Background: an optimization exercise with open tools, aiming at small area, a short achievable clock period and few clock cycles per item. Do not read the settings as production practice. The RTL was checked by simulation tests, not by an equivalence proof against the original design. Power figures rest on the tool's default switching activity, not on a simulated workload.

==> job 9525 <==
// conv_row_layer
module conv_row_layer #(
    parameter int KERNEL_SIZE = KERNEL_SIZE_DEF,
    parameter int ROW_WIDTH = ROW_WIDTH_DEF,
    parameter int IN_CHANNELS = IN_CHANNELS_DEF,
    parameter int OUT_CHANNELS = OUT_CHANNELS_DEF,
    parameter int WEIGHT_Q_SHIFT = WEIGHT_Q_SHIFT_DEF,
    localparam int OUT_WIDTH = ROW_WIDTH - KERNEL_SIZE + 1,
    localparam int WT_BITS = OUT_CHANNELS * IN_CHANNELS * KERNEL_SIZE * KERNEL_SIZE
                             * WEIGHT_BITS,
    localparam int ROW_BITS = ROW_WIDTH * IN_CHANNELS * VALUE_BITS,
    localparam int OUT_BITS = OUT_WIDTH * OUT_CHANNELS * VALUE_BITS
) (
    input  logic                clock_i,
    input  logic                reset_i,
    input  logic [WT_BITS-1:0]  weights_i,
    input  logic [ROW_BITS-1:0] in_row_i,
    input  logic                in_row_valid_i,
    input  logic                in_row_last_i,
    input  logic [3:0]          in_row_tag_i,
    output logic                in_row_accept_o,
    output logic [OUT_BITS-1:0] out_row_o,
    output logic                out_row_valid_o,
    output logic                out_row_last_o,
    output logic [3:0]          out_row_tag_o,
    input  logic                out_row_accept_i
);
    localparam int COL_W = (OUT_WIDTH > 1) ? $clog2(OUT_WIDTH) : 1;
    localparam int OC_W = (OUT_CHANNELS > 1) ? $clog2(OUT_CHANNELS) : 1;
    localparam int WIN_BITS = KERNEL_SIZE * KERNEL_SIZE * IN_CHANNELS * VALUE_BITS;
    logic                shift_row;
    logic [COL_W-1:0]    col_sel;
    logic [WIN_BITS-1:0] window;
    logic [OC_W-1:0]     oc_sel;
    logic                issue;
    logic [OUT_CHANNELS*8-1:0] result;
    logic                result_valid;
  ...
clock: 13.0 ns
lec_check: 0
cap_margin: 20
core_margin: 2
core_utilization: 40
slew_margin: 20
run.sh (not shown) runs the stock make flow with config.mk's settings and CLKGATE_MAP_FILE= SYNTH_SCRIPT=/design/flow/synth_recipe.tcl, a recipe that flattens the netlist after the stock synthesis.
==> job 3775 (differences from job 9525) <==
--- a/flow/design.v
+++ b/flow/design.v
@@ -65,80 +65,70 @@
     parameter int KERNEL_SIZE = KERNEL_SIZE_DEF,
     parameter int ROW_WIDTH = ROW_WIDTH_DEF,
     parameter int IN_CHANNELS = IN_CHANNELS_DEF,
     parameter int OUT_CHANNELS = OUT_CHANNELS_DEF,
     parameter int WEIGHT_Q_SHIFT = WEIGHT_Q_SHIFT_DEF,
     localparam int OUT_WIDTH = ROW_WIDTH - KERNEL_SIZE + 1,
     localparam int COL_W = (OUT_WIDTH > 1) ? $clog2(OUT_WIDTH) : 1,
+    localparam int OC_W = (OUT_CHANNELS > 1) ? $clog2(OUT_CHANNELS) : 1,
     localparam int TAPS = IN_CHANNELS * KERNEL_SIZE * KERNEL_SIZE,
     localparam int WT_BITS = OUT_CHANNELS * TAPS * WEIGHT_BITS,
     localparam int WIN_BITS = TAPS * VALUE_BITS
 ) (
-    input  logic                       clock_i,
-    input  logic                       reset_i,
-    input  logic [WT_BITS-1:0]         weights_i,
-    input  logic [WIN_BITS-1:0]        window_i,
-    input  logic                       issue_i,
-    input  logic [COL_W-1:0]           col_i,
-    output logic [OUT_CHANNELS*8-1:0]  result_o,
-    output logic                       result_valid_o,
-    output logic [COL_W-1:0]           result_col_o
+    input  logic                clock_i,
+    input  logic                reset_i,
+    input  logic [WT_BITS-1:0]  weights_i,
+    input  logic [WIN_BITS-1:0] window_i,
+    input  logic                issue_i,
+    input  logic [OC_W-1:0]     oc_sel_i,
+    input  logic [COL_W-1:0]    col_i,
+    output logic [7:0]          result_o,
+    output logic                result_valid_o,
+    output logic [OC_W-1:0]     result_oc_o,
+    output logic [COL_W-1:0]    result_col_o
 );
     localparam int VB = VALUE_BITS;
     localparam int WB = WEIGHT_BITS;
-    logic [WT_BITS-1:0]  w_q;
-    logic [WIN_BITS-1:0] window_q;
-    logic                win_valid_q;
-    logic [COL_W-1:0]    win_col_q;
-    logic [7:0]          prod_q [OUT_CHANNELS][TAPS];
-    logic                prod_valid_q;
-    logic [COL_W-1:0]    prod_col_q;
-    logic [7:0]          acc [OUT_CHANNELS];
-    always_ff @(posedge clock_i) begin
-        w_q <= weights_i;
-        window_q <= window_i;
-        win_col_q <= col_i;
-    end
-    always_ff @(posedge clock_i) begin
+    logic [19:0] acc;
+    logic [TAPS*WB-1:0] wset;
+    always_comb begin
+        wset = '0;
         for (int oc = 0; oc < OUT_CHANNELS; oc++) begin
-            for (int ic = 0; ic < IN_CHANNELS; ic++) begin
-                for (int kr = 0; kr < KERNEL_SIZE; kr++) begin
-                    for (int kc = 0; kc < KERNEL_SIZE; kc++) begin
-                        prod_q[oc][(ic * KERNEL_SIZE + kr) * KERNEL_SIZE + kc] <= 8'((
-                            16'(w_q[(oc * TAPS + (ic * KERNEL_SIZE + kr) * KERNEL_SIZE + kc)*WB +: WB])
-                            * 16'(window_q[((kr * KERNEL_SIZE + kc) * IN_CHANNELS + ic)*VB +: VB]))
-                            >> WEIGHT_Q_SHIFT);
-                    end
-                end
+            if (int'(oc_sel_i) == oc) begin
+                wset = weights_i[oc*TAPS*WB +: TAPS*WB];
             end
         end
-        prod_col_q <= win_col_q;
     end
     always_comb begin
-        for (int oc = 0; oc < OUT_CHANNELS; oc++) begin
-            acc[oc] = '0;
-            for (int t = 0; t < TAPS; t++) begin
-                acc[oc] = acc[oc] + prod_q[oc][t];
+        int w_idx;
+        int p_idx;
+        logic [7:0] w;
+        logic [7:0] p;
+        acc = '0;
+        for (int ic = 0; ic < IN_CHANNELS; ic++) begin
+            for (int kr = 0; kr < KERNEL_SIZE; kr++) begin
+                for (int kc = 0; kc < KERNEL_SIZE; kc++) begin
+                    w_idx = (ic * KERNEL_SIZE + kr) * KERNEL_SIZE + kc;
+                    p_idx = (kr * KERNEL_SIZE + kc) * IN_CHANNELS + ic;
+                    w = wset[w_idx*WB +: WB];
+                    p = window_i[p_idx*VB +: VB];
+                    acc = acc + ((20'(w) * 20'(p)) >> WEIGHT_Q_SHIFT);
+                end
             end
         end
     end
     always_ff @(posedge clock_i) begin
         if (reset_i) begin
-            win_valid_q <= 1'b0;
-            prod_valid_q <= 1'b0;
             result_valid_o <= 1'b0;
         end else begin
-            win_valid_q <= issue_i;
-            prod_valid_q <= win_valid_q;
-            result_valid_o <= prod_valid_q;
+            result_valid_o <= issue_i;
         end
-        for (int oc = 0; oc < OUT_CHANNELS; oc++) begin
-            result_o[oc*8 +: 8] <= acc[oc];
-        end
-        result_col_o <= prod_col_q;
+        result_o <= acc[7:0];
+        result_oc_o <= oc_sel_i;
+        result_col_o <= col_i;
     end
 endmodule
 `timescale 1ns/10ps
 import conv_pkg::*;
 module conv_sequencer #(
     parameter int KERNEL_SIZE = KERNEL_SIZE_DEF,
     parameter int ROW_WIDTH = ROW_WIDTH_DEF,
@@ -174,15 +164,15 @@
     logic             row_last_q;
     logic [3:0]       row_tag_q;
     logic sweep_end;
     logic issue;
     logic ready;
     logic accept;
     logic window_full;
-    assign sweep_end = (col_q == COL_W'(OUT_WIDTH - 1));
+    assign sweep_end = (col_q == COL_W'(OUT_WIDTH - 1)) && (oc_q == OC_W'(OUT_CHANNELS - 1));
     assign issue = (state_q == SWEEP) && !(sweep_end && out_busy_i);
     assign ready = (state_q == WAIT_ROW) || (issue && sweep_end);
     assign accept = ready && in_row_valid_i;
     assign window_full = row_count_q >= CNT_W'(KERNEL_SIZE - 1);
     assign in_row_accept_o = ready;
     assign shift_row_o = accept;
     assign issue_o = issue;
@@ -195,15 +185,20 @@
         if (reset_i) begin
             state_q <= WAIT_ROW;
             row_count_q <= '0;
             col_q <= '0;
             oc_q <= '0;
         end else begin
             if (issue) begin
-                col_q <= col_q + 1'b1;
+                if (oc_q == OC_W'(OUT_CHANNELS - 1)) begin
+                    oc_q <= '0;
+                    col_q <= col_q + 1'b1;
+                end else begin
+                    oc_q <= oc_q + 1'b1;
+                end
                 if (sweep_end) begin
                     state_q <= WAIT_ROW;
                     col_q <= '0;
                     oc_q <= '0;
                 end
             end
             if (accept) begin
@@ -234,16 +229,17 @@
     localparam int OUT_WIDTH = ROW_WIDTH - KERNEL_SIZE + 1,
     localparam int COL_W = (OUT_WIDTH > 1) ? $clog2(OUT_WIDTH) : 1,
     localparam int OC_W = (OUT_CHANNELS > 1) ? $clog2(OUT_CHANNELS) : 1,
     localparam int OUT_BITS = OUT_WIDTH * OUT_CHANNELS * VALUE_BITS
 ) (
     input  logic                clock_i,
     input  logic                reset_i,
-    input  logic [OUT_CHANNELS*8-1:0] result_i,
+    input  logic [7:0]          result_i,
     input  logic                result_valid_i,
+    input  logic [OC_W-1:0]     result_oc_i,
     input  logic [COL_W-1:0]    result_col_i,
     input  logic                issue_last_i,
     input  logic                row_last_i,
     input  logic [3:0]          row_tag_i,
     input  logic                out_row_accept_i,
     output logic [OUT_BITS-1:0] out_row_o,
     output logic                out_row_valid_o,
@@ -255,31 +251,29 @@
     logic [OUT_BITS-1:0] asm_q;
     logic [OUT_BITS-1:0] asm_d;
     logic [OUT_BITS-1:0] row_q;
     logic                valid_q;
     logic                last_q;
     logic [3:0]          tag_q;
     logic                issue_last_q;
-    logic                issue_last_qq;
-    logic                issue_last_q3;
     logic                pend_last_q;
     logic [3:0]          pend_tag_q;
     logic                complete;
     assign out_row_o = row_q;
     assign out_row_valid_o = valid_q;
     assign out_row_last_o = last_q;
     assign out_row_tag_o = tag_q;
     assign busy_o = valid_q;
-    assign complete = result_valid_i && issue_last_q3;
+    assign complete = result_valid_i && issue_last_q;
     always_comb begin
         asm_d = asm_q;
         for (int col = 0; col < OUT_WIDTH; col++) begin
             for (int oc = 0; oc < OUT_CHANNELS; oc++) begin
-                if (result_valid_i && int'(result_col_i) == col) begin
-                    asm_d[(col * OUT_CHANNELS + oc)*VB +: VB] = result_i[oc*VB +: VB];
+                if (result_valid_i && int'(result_col_i) == col && int'(result_oc_i) == oc) begin
+                    asm_d[(col * OUT_CHANNELS + oc)*VB +: VB] = result_i;
                 end
             end
         end
     end
     always_ff @(posedge clock_i) begin
         asm_q <= asm_d;
         if (issue_last_i) begin
@@ -292,20 +286,16 @@
             tag_q <= pend_tag_q;
         end
     end
     always_ff @(posedge clock_i) begin
         if (reset_i) begin
             valid_q <= 1'b0;
             issue_last_q <= 1'b0;
-            issue_last_qq <= 1'b0;
-            issue_last_q3 <= 1'b0;
         end else begin
-            issue_last_q3 <= issue_last_qq;
             issue_last_q <= issue_last_i;
-            issue_last_qq <= issue_last_q;
             if (complete) begin
                 valid_q <= 1'b1;
             end else if (valid_q && out_row_accept_i) begin
                 valid_q <= 1'b0;
             end
         end
     end
@@ -342,16 +332,17 @@
     localparam int OC_W = (OUT_CHANNELS > 1) ? $clog2(OUT_CHANNELS) : 1;
     localparam int WIN_BITS = KERNEL_SIZE * KERNEL_SIZE * IN_CHANNELS * VALUE_BITS;
     logic                shift_row;
     logic [COL_W-1:0]    col_sel;
     logic [WIN_BITS-1:0] window;
     logic [OC_W-1:0]     oc_sel;
     logic                issue;
-    logic [OUT_CHANNELS*8-1:0] result;
+    logic [7:0]         result;
     logic                result_valid;
+    logic [OC_W-1:0]     result_oc;
     logic [COL_W-1:0]    result_col;
     logic                issue_last;
     logic                row_last;
     logic [3:0]         row_tag;
     logic                busy;
     line_window_buffer #(
         .KERNEL_SIZE(KERNEL_SIZE), .ROW_WIDTH(ROW_WIDTH), .IN_CHANNELS(IN_CHANNELS)
@@ -360,30 +351,30 @@
         .col_sel_i(col_sel), .window_o(window)
     );
     conv_mac #(
         .KERNEL_SIZE(KERNEL_SIZE), .ROW_WIDTH(ROW_WIDTH), .IN_CHANNELS(IN_CHANNELS),
         .OUT_CHANNELS(OUT_CHANNELS), .WEIGHT_Q_SHIFT(WEIGHT_Q_SHIFT)
     ) conv_mac_i (
         .clock_i(clock_i), .reset_i(reset_i), .weights_i(weights_i), .window_i(window),
-        .issue_i(issue), .col_i(col_sel), .result_o(result),
-        .result_valid_o(result_valid), .result_col_o(result_col)
+        .issue_i(issue), .oc_sel_i(oc_sel), .col_i(col_sel), .result_o(result),
+        .result_valid_o(result_valid), .result_oc_o(result_oc), .result_col_o(result_col)
     );
     conv_sequencer #(
         .KERNEL_SIZE(KERNEL_SIZE), .ROW_WIDTH(ROW_WIDTH), .OUT_CHANNELS(OUT_CHANNELS)
     ) conv_sequencer_i (
         .clock_i(clock_i), .reset_i(reset_i), .in_row_valid_i(in_row_valid_i),
         .in_row_last_i(in_row_last_i), .in_row_tag_i(in_row_tag_i),
         .out_busy_i(busy), .in_row_accept_o(in_row_accept_o),
         .shift_row_o(shift_row), .col_sel_o(col_sel), .oc_sel_o(oc_sel), .issue_o(issue),
         .issue_last_o(issue_last), .row_last_o(row_last), .row_tag_o(row_tag)
     );
     output_row_buffer #(
         .ROW_WIDTH(ROW_WIDTH), .KERNEL_SIZE(KERNEL_SIZE), .OUT_CHANNELS(OUT_CHANNELS)
     ) output_row_buffer_i (
         .clock_i(clock_i), .reset_i(reset_i), .result_i(result),
-        .result_valid_i(result_valid), .result_col_i(result_col),
+        .result_valid_i(result_valid), .result_oc_i(result_oc), .result_col_i(result_col),
         .issue_last_i(issue_last), .row_last_i(row_last), .row_tag_i(row_tag),
         .out_row_accept_i(out_row_accept_i), .out_row_o(out_row_o),
         .out_row_valid_o(out_row_valid_o), .out_row_last_o(out_row_last_o),
         .out_row_tag_o(out_row_tag_o), .busy_o(busy)
     );
 endmodule
==> notes <==
Sequential cell count: job 3775 is lower than job 9525 (736).
Against job 3775, the critical path depth of job 9525 is lower by 32.
Against job 3775, the sequential share of layout area of job 9525 is higher by 4.8 points.
Against job 9525, the count of clock-buffer cells in the layout of job 3775 is lower by 110.
Of job 9525 and job 3775, job 9525 has the higher via count (gap about 50%, measured against job 3775).
Between job 9525 and job 3775, the lower hold slack is in job 9525 (gap 0.092 ns).
Against job 9525, the design area of job 3775 is smaller by about 40%.
Of job 3775 and job 9525, job 9525 has the higher routed wire length (gap 28%, measured against job 9525).
Between job 3775 and job 9525, the lower sequential power is in job 3775 (gap about 56%, measured against job 9525).
Testbench counts of job 9525, summed over its fixed seeds: cycles 3,968, rows 628.
Testbench counts of job 3775, summed over its fixed seeds: cycles 7,720, rows 628.

[static timing again, ports no longer ideal]
The results above use ideal ports. As a check the final layouts listed here were re-extracted and re-timed, cells and wires unchanged. Step 1, drivers: a clkbuf_16 drives clock_i and a buf_2 each remaining input, both assumed. Step 2, shift: input delay + t, output delay - t, t = (earliest + latest rising clock arrival at the registers) / 2. This alone moves slack from input paths to output paths. Slacks: ideal ports / drivers / drivers and shift; pairs: ideal ports / drivers.
run	t, ns	setup WS [ns]	hold slack, ns	worst setup path after step 2
job 9525	0.951	7.573 / 7.467 / 7.305	0.325 / 0.325 / 0.325	input to register
job 3775	0.740	0.630 / 0.630 / 0.260	0.418 / 0.418 / 0.418	input to register
After both steps setup and hold are still met in every run listed. The setup slack of job 3775, which loses most, moves by 0.000 ns with the drivers and by -0.370 ns with both steps.
